Source: an optimization exercise on an open RTL-to-GDS flow (aim: small area and a short achievable clock period). Production flows keep margins and buffers that such runs may drop.
RTL that was checked went through simulation tests only; none was proved equivalent to the original.
No activity file was given, so power comes from the tool's default toggle rates.

old:
## mc_fifo
module mc_fifo
#(
    parameter int WIDTH     = mc_fifo_pkg::DEF_WIDTH,
    parameter int DEPTH     = mc_fifo_pkg::DEF_DEPTH,
    parameter int CHANNELS  = mc_fifo_pkg::DEF_CHANNELS,
    parameter int AF_MARGIN = mc_fifo_pkg::DEF_AF_MARGIN,
    parameter int AE_MARGIN = mc_fifo_pkg::DEF_AE_MARGIN
) (
    input  logic                          clk,
    input  logic                          reset,
    input  logic                          write_en,
    input  logic [mc_fifo_pkg::width_of(CHANNELS)-1:0] wr_ch,
    input  logic [WIDTH-1:0]              data_in,
    input  logic                          read_en,
    input  logic [mc_fifo_pkg::width_of(CHANNELS)-1:0] rd_ch,
    input  logic                          clear_err,
    output logic [WIDTH-1:0]              data_out,
    output logic                          data_valid,
    output logic [CHANNELS-1:0]           full,
    output logic [CHANNELS-1:0]           empty,
    output logic [CHANNELS-1:0]           almost_full,
    output logic [CHANNELS-1:0]           almost_empty,
    output logic [mc_fifo_pkg::width_of(DEPTH):0]      rd_count,
    output logic [CHANNELS-1:0]           overflow,
  ...
For scale: about 2,400 cells after synthesis, roughly 56 I/O pins, ~41,000 sq um of cells after synthesis.
==> flow/config.mk <==
export PLATFORM = sky130hd
export DESIGN_NAME = mc_fifo
export DESIGN_NICKNAME = mc_fifo
export VERILOG_FILES = /design/flow/design.v
export SDC_FILE = /design/flow/constraint.sdc
export NUM_CORES = 4
export LEC_CHECK = 0
export CAP_MARGIN = 20
export CORE_MARGIN = 2
export CORE_UTILIZATION = 50
export CTS_CLUSTER_DIAMETER = 60
export CTS_CLUSTER_SIZE = 30
export SETUP_SLACK_MARGIN = 2.0
export SLEW_MARGIN = 20
export SYNTH_HIERARCHICAL = 1
export SYNTH_MINIMUM_KEEP_SIZE = 0
==> flow/constraint.sdc <==
create_clock -name core_clock -period 4.0 [get_ports {clk}]
set_input_delay 0.8000 -clock core_clock [delete_from_list [all_inputs] [get_ports {clk}]]
set_output_delay 0.8000 -clock core_clock [all_outputs]
set_load 0.01 [all_outputs]
run.sh (not shown) runs the stock make flow with config.mk's settings and CLKGATE_MAP_FILE= SYNTH_SCRIPT=/design/flow/synth_recipe.tcl, a recipe that flattens the netlist after the stock synthesis.
#### Input delta (new over old)
--- a/flow/config.mk
+++ b/flow/config.mk
@@ -11 +11 @@
-export CTS_CLUSTER_DIAMETER = 60
+export CTS_CLUSTER_DIAMETER = 70
@@ -13 +13 @@
-export SETUP_SLACK_MARGIN = 2.0
+export SETUP_SLACK_MARGIN = 1.8
--- outcome ---
Compared with old, new shows a number of antenna violations at the first check in global routing that is 3 lower.
The capture point of the critical path comes out rd_count[3] in one run and rd_count[5] in the other, namely in old and new respectively.
new — least setup slack across all paths after layout 0.034 ns lower, old as reference
Summary: total power of the final layout, new better than old
Per the comparison of new with old, number of H-tree levels went down 1; final instance area moved down; slack of the worst reg-to-reg path now larger.

* * *

run 5:
mc_fifo, a different RTL version from the one above (not shown whole).
For scale: about 1100 flip-flops.
clock: 4.0 ns
lec_check: 0
cap_margin: 0
core_margin: 2
core_utilization: 70
cts_cluster_diameter: 70
cts_cluster_size: 30
setup_slack_margin: 1.65
slew_margin: 0
synth_hierarchical: 1
synth_minimum_keep_size: 0
The following lists how run 3 was set up differently from run 5:
Settings: TNS_END_PERCENT now 10, previously not set; CORE_UTILIZATION now 50, was 70.
[summary]
Cmp run 5 and run 3 / largest fanout of any net on the critical path / lower: run 3. Run 3 vs. run 5: power drawn by the sequential cells now sits at about the same level, post-placement cell area now sits higher, number of antenna violations at the first check in global routing now sits lower, share of the cycle needed by the critical path after routing now sits higher. Run 3 finished all stages; the layout is clean. Diff run 5 -> run 3 | initial DRC count | increase of 175.

* * *

Another version of the RTL of mc_fifo (not shown whole).
Size: about 2,400 cells after synthesis, roughly 56 I/O pins, ~0.042 sq mm of cells after synthesis.
## mc_fifo
module mc_fifo
#(
    parameter int WIDTH     = mc_fifo_pkg::DEF_WIDTH,
    parameter int DEPTH     = mc_fifo_pkg::DEF_DEPTH,
    parameter int CHANNELS  = mc_fifo_pkg::DEF_CHANNELS,
    parameter int AF_MARGIN = mc_fifo_pkg::DEF_AF_MARGIN,
    parameter int AE_MARGIN = mc_fifo_pkg::DEF_AE_MARGIN
) (
    input  logic                          clk,
    input  logic                          reset,
    input  logic                          write_en,
    input  logic [mc_fifo_pkg::width_of(CHANNELS)-1:0] wr_ch,
    input  logic [WIDTH-1:0]              data_in,
    input  logic                          read_en,
    input  logic [mc_fifo_pkg::width_of(CHANNELS)-1:0] rd_ch,
    input  logic                          clear_err,
    output logic [WIDTH-1:0]              data_out,
    output logic                          data_valid,
    output logic [CHANNELS-1:0]           full,
    output logic [CHANNELS-1:0]           empty,
    output logic [CHANNELS-1:0]           almost_full,
    output logic [CHANNELS-1:0]           almost_empty,
    output logic [mc_fifo_pkg::width_of(DEPTH):0]      rd_count,
    output logic [CHANNELS-1:0]           overflow,
    output logic [CHANNELS-1:0]           underflow
);
make LEC_CHECK=0 CAP_MARGIN=20 CORE_MARGIN=2 CORE_UTILIZATION=60 CTS_CLUSTER_DIAMETER=70 CTS_CLUSTER_SIZE=30 SETUP_SLACK_MARGIN=1.65 SLEW_MARGIN=20 SYNTH_HIERARCHICAL=1 SYNTH_MINIMUM_KEEP_SIZE=0 finish   # period 4.0 ns
The baseline ran to the end with no violations.
Edit:
Settings changed: CORE_UTILIZATION 60 to 50.
The new run passed the timing, design-rule and antenna checks.
Die area grows by 20%.
Power grows by 0.65%.
Hold slack barely changes.
Final area grows by 0.64%.
Via count stays flat.
Count of clock-buffer cells in the layout shrinks by 4.
No functional check of the RTL was part of any run of this note.

* * *

mc_fifo with an RTL version that a note above also has.
For scale: ~2,400 cells after synthesis, roughly 1,100 flip-flops, ~56 I/O pins, about 42,000 µm² of cells after synthesis.
==> flow/config.mk <==
export PLATFORM = sky130hd
export DESIGN_NAME = mc_fifo
export DESIGN_NICKNAME = mc_fifo
export VERILOG_FILES = /design/flow/design.v
export SDC_FILE = /design/flow/constraint.sdc
export NUM_CORES = 4
export LEC_CHECK = 0
export CAP_MARGIN = 0
export CORE_MARGIN = 2
export CORE_UTILIZATION = 50
export CTS_CLUSTER_DIAMETER = 70
export CTS_CLUSTER_SIZE = 30
export SETUP_SLACK_MARGIN = 1.65
export SLEW_MARGIN = 0
export SYNTH_HIERARCHICAL = 1
export SYNTH_MINIMUM_KEEP_SIZE = 0
==> flow/constraint.sdc <==
create_clock -name core_clock -period 4.0 [get_ports {clk}]
set_input_delay 0.8000 -clock core_clock [delete_from_list [all_inputs] [get_ports {clk}]]
set_output_delay 0.8000 -clock core_clock [all_outputs]
set_load 0.01 [all_outputs]
Edit:
- CAP_MARGIN: 0 -> 20
- SETUP_SLACK_MARGIN: 1.65 -> 1.85
- SLEW_MARGIN: 0 -> 20
Outcome: Area after synthesis stays the same; non-clock buffer count came out higher by 69; power came out higher by 4.0%; die area stays the same; synthesized cell count stays the same; core utilization went up by 2.2 points; wire length went up by 2.7%.
Edit:
- GPL_TIMING_DRIVEN: unset -> 0
- SETUP_SLACK_MARGIN: 1.85 -> 1.65
Fmax drops slightly.
Cell count climbs slightly.
Via count drops slightly.
Wire length drops by a few percent.
Die area does not change.
Sequential power stays flat.
Hold slack is about the same.
Edit:
- GPL_TIMING_DRIVEN: 0 -> unset
After rerunning: Clock-buffer cell count went down by 1; total power goes down by 0.84%; non-clock buffer count goes down by 104; cell area went down by 2.6%.

* * *

Another version of the RTL of mc_fifo (not shown whole).
For scale: about 2400 cells after synthesis, about 1100 flip-flops, roughly 0.041 sq mm of cells after synthesis.
Design mc_fifo, start of the top module:
module mc_fifo
#(
    parameter int WIDTH     = mc_fifo_pkg::DEF_WIDTH,
    parameter int DEPTH     = mc_fifo_pkg::DEF_DEPTH,
    parameter int CHANNELS  = mc_fifo_pkg::DEF_CHANNELS,
    parameter int AF_MARGIN = mc_fifo_pkg::DEF_AF_MARGIN,
    parameter int AE_MARGIN = mc_fifo_pkg::DEF_AE_MARGIN
) (
    input  logic                          clk,
    input  logic                          reset,
    input  logic                          write_en,
    input  logic [mc_fifo_pkg::width_of(CHANNELS)-1:0] wr_ch,
    input  logic [WIDTH-1:0]              data_in,
    input  logic                          read_en,
    input  logic [mc_fifo_pkg::width_of(CHANNELS)-1:0] rd_ch,
    input  logic                          clear_err,
    output logic [WIDTH-1:0]              data_out,
    output logic                          data_valid,
    output logic [CHANNELS-1:0]           full,
    output logic [CHANNELS-1:0]           empty,
    output logic [CHANNELS-1:0]           almost_full,
    output logic [CHANNELS-1:0]           almost_empty,
    output logic [mc_fifo_pkg::width_of(DEPTH):0]      rd_count,
    output logic [CHANNELS-1:0]           overflow,
    output logic [CHANNELS-1:0]           underflow
);
==> flow/config.mk <==
export PLATFORM = sky130hd
export DESIGN_NAME = mc_fifo
export DESIGN_NICKNAME = mc_fifo
export VERILOG_FILES = /design/flow/design.v
export SDC_FILE = /design/flow/constraint.sdc
export NUM_CORES = 4
export LEC_CHECK = 0
export CAP_MARGIN = 20
export CORE_MARGIN = 2
export CORE_UTILIZATION = 50
export CTS_CLUSTER_DIAMETER = 70
export CTS_CLUSTER_SIZE = 30
export SETUP_SLACK_MARGIN = 1.8
export SLEW_MARGIN = 20
export SYNTH_HIERARCHICAL = 1
export SYNTH_MINIMUM_KEEP_SIZE = 0
==> flow/constraint.sdc <==
create_clock -name core_clock -period 4.0 [get_ports {clk}]
set_input_delay 0.8000 -clock core_clock [delete_from_list [all_inputs] [get_ports {clk}]]
set_output_delay 0.8000 -clock core_clock [all_outputs]
set_load 0.01 [all_outputs]
Edit:
--- a/flow/config.mk
+++ b/flow/config.mk
@@ -12,3 +12,3 @@
 export CTS_CLUSTER_SIZE = 30
-export SETUP_SLACK_MARGIN = 1.8
+export SETUP_SLACK_MARGIN = 1.65
 export SLEW_MARGIN = 20
After rerunning: Global-route usage decreases by 0.60 points; via count decreases by 2.6%; routed wire length decreases by 4.3%; die area does not change; setup slack improved by 82 ps; cell area decreases by 2.5%.

## re-timing with driven ports
How much do the figures lean on ideal ports? The routed layouts below were timed once more, with nothing changed but the port constraints. Step 1 sets driving cells, clkbuf_16 on the clock port and buf_2 on the other inputs (assumed; they add their load-dependent delay and slew). Step 2 times the ports against the registers' clock, not the clock port: input delays grow and output delays shrink by t, the midpoint of the rising clock arrivals with the driver on. a / b / c = ideal ports / drivers / drivers and shift; a / b = the first two.
run	t (ns)	setup WS [ns]	worst setup path after step 2	slew at the worst register clock pin (ns)	worst data-port slew with drivers (ns)
old	0.701	1.612 / 1.549 / 1.186	input to register	0.11 / 0.11	0.04
new	0.700	1.578 / 1.554 / 1.083	input to register	0.12 / 0.12	0.04
run 5	0.686	1.638 / 1.618 / 1.044	input to register	0.11 / 0.11	0.04
run 3	0.717	1.458 / 1.392 / 0.932	input to register	0.12 / 0.12	0.09
the first run of note 3	0.704	1.613 / 1.573 / 1.009	input to register	0.11 / 0.11	0.10
the second run of note 3	0.716	1.615 / 1.545 / 0.985	input to register	0.11 / 0.11	0.06
the first run of note 4	0.709	1.680 / 1.612 / 1.053	input to register	0.11 / 0.11	0.04
the second run of note 4	0.698	1.669 / 1.603 / 1.273	input to register	0.12 / 0.12	0.10
the third run of note 4	0.708	1.660 / 1.598 / 1.015	input to register	0.11 / 0.11	0.06
the fourth run of note 4	0.708	1.675 / 1.610 / 1.057	input to register	0.11 / 0.11	0.04
the first run of note 5	0.707	1.565 / 1.533 / 1.131	input to register	0.12 / 0.12	0.04
the second run of note 5	0.713	1.647 / 1.624 / 0.977	input to register	0.12 / 0.12	0.06
After both steps every run listed still meets setup and hold. The setup slack of the second run of note 5, which loses most, moves by -0.023 ns with the drivers and by -0.670 ns with both steps.
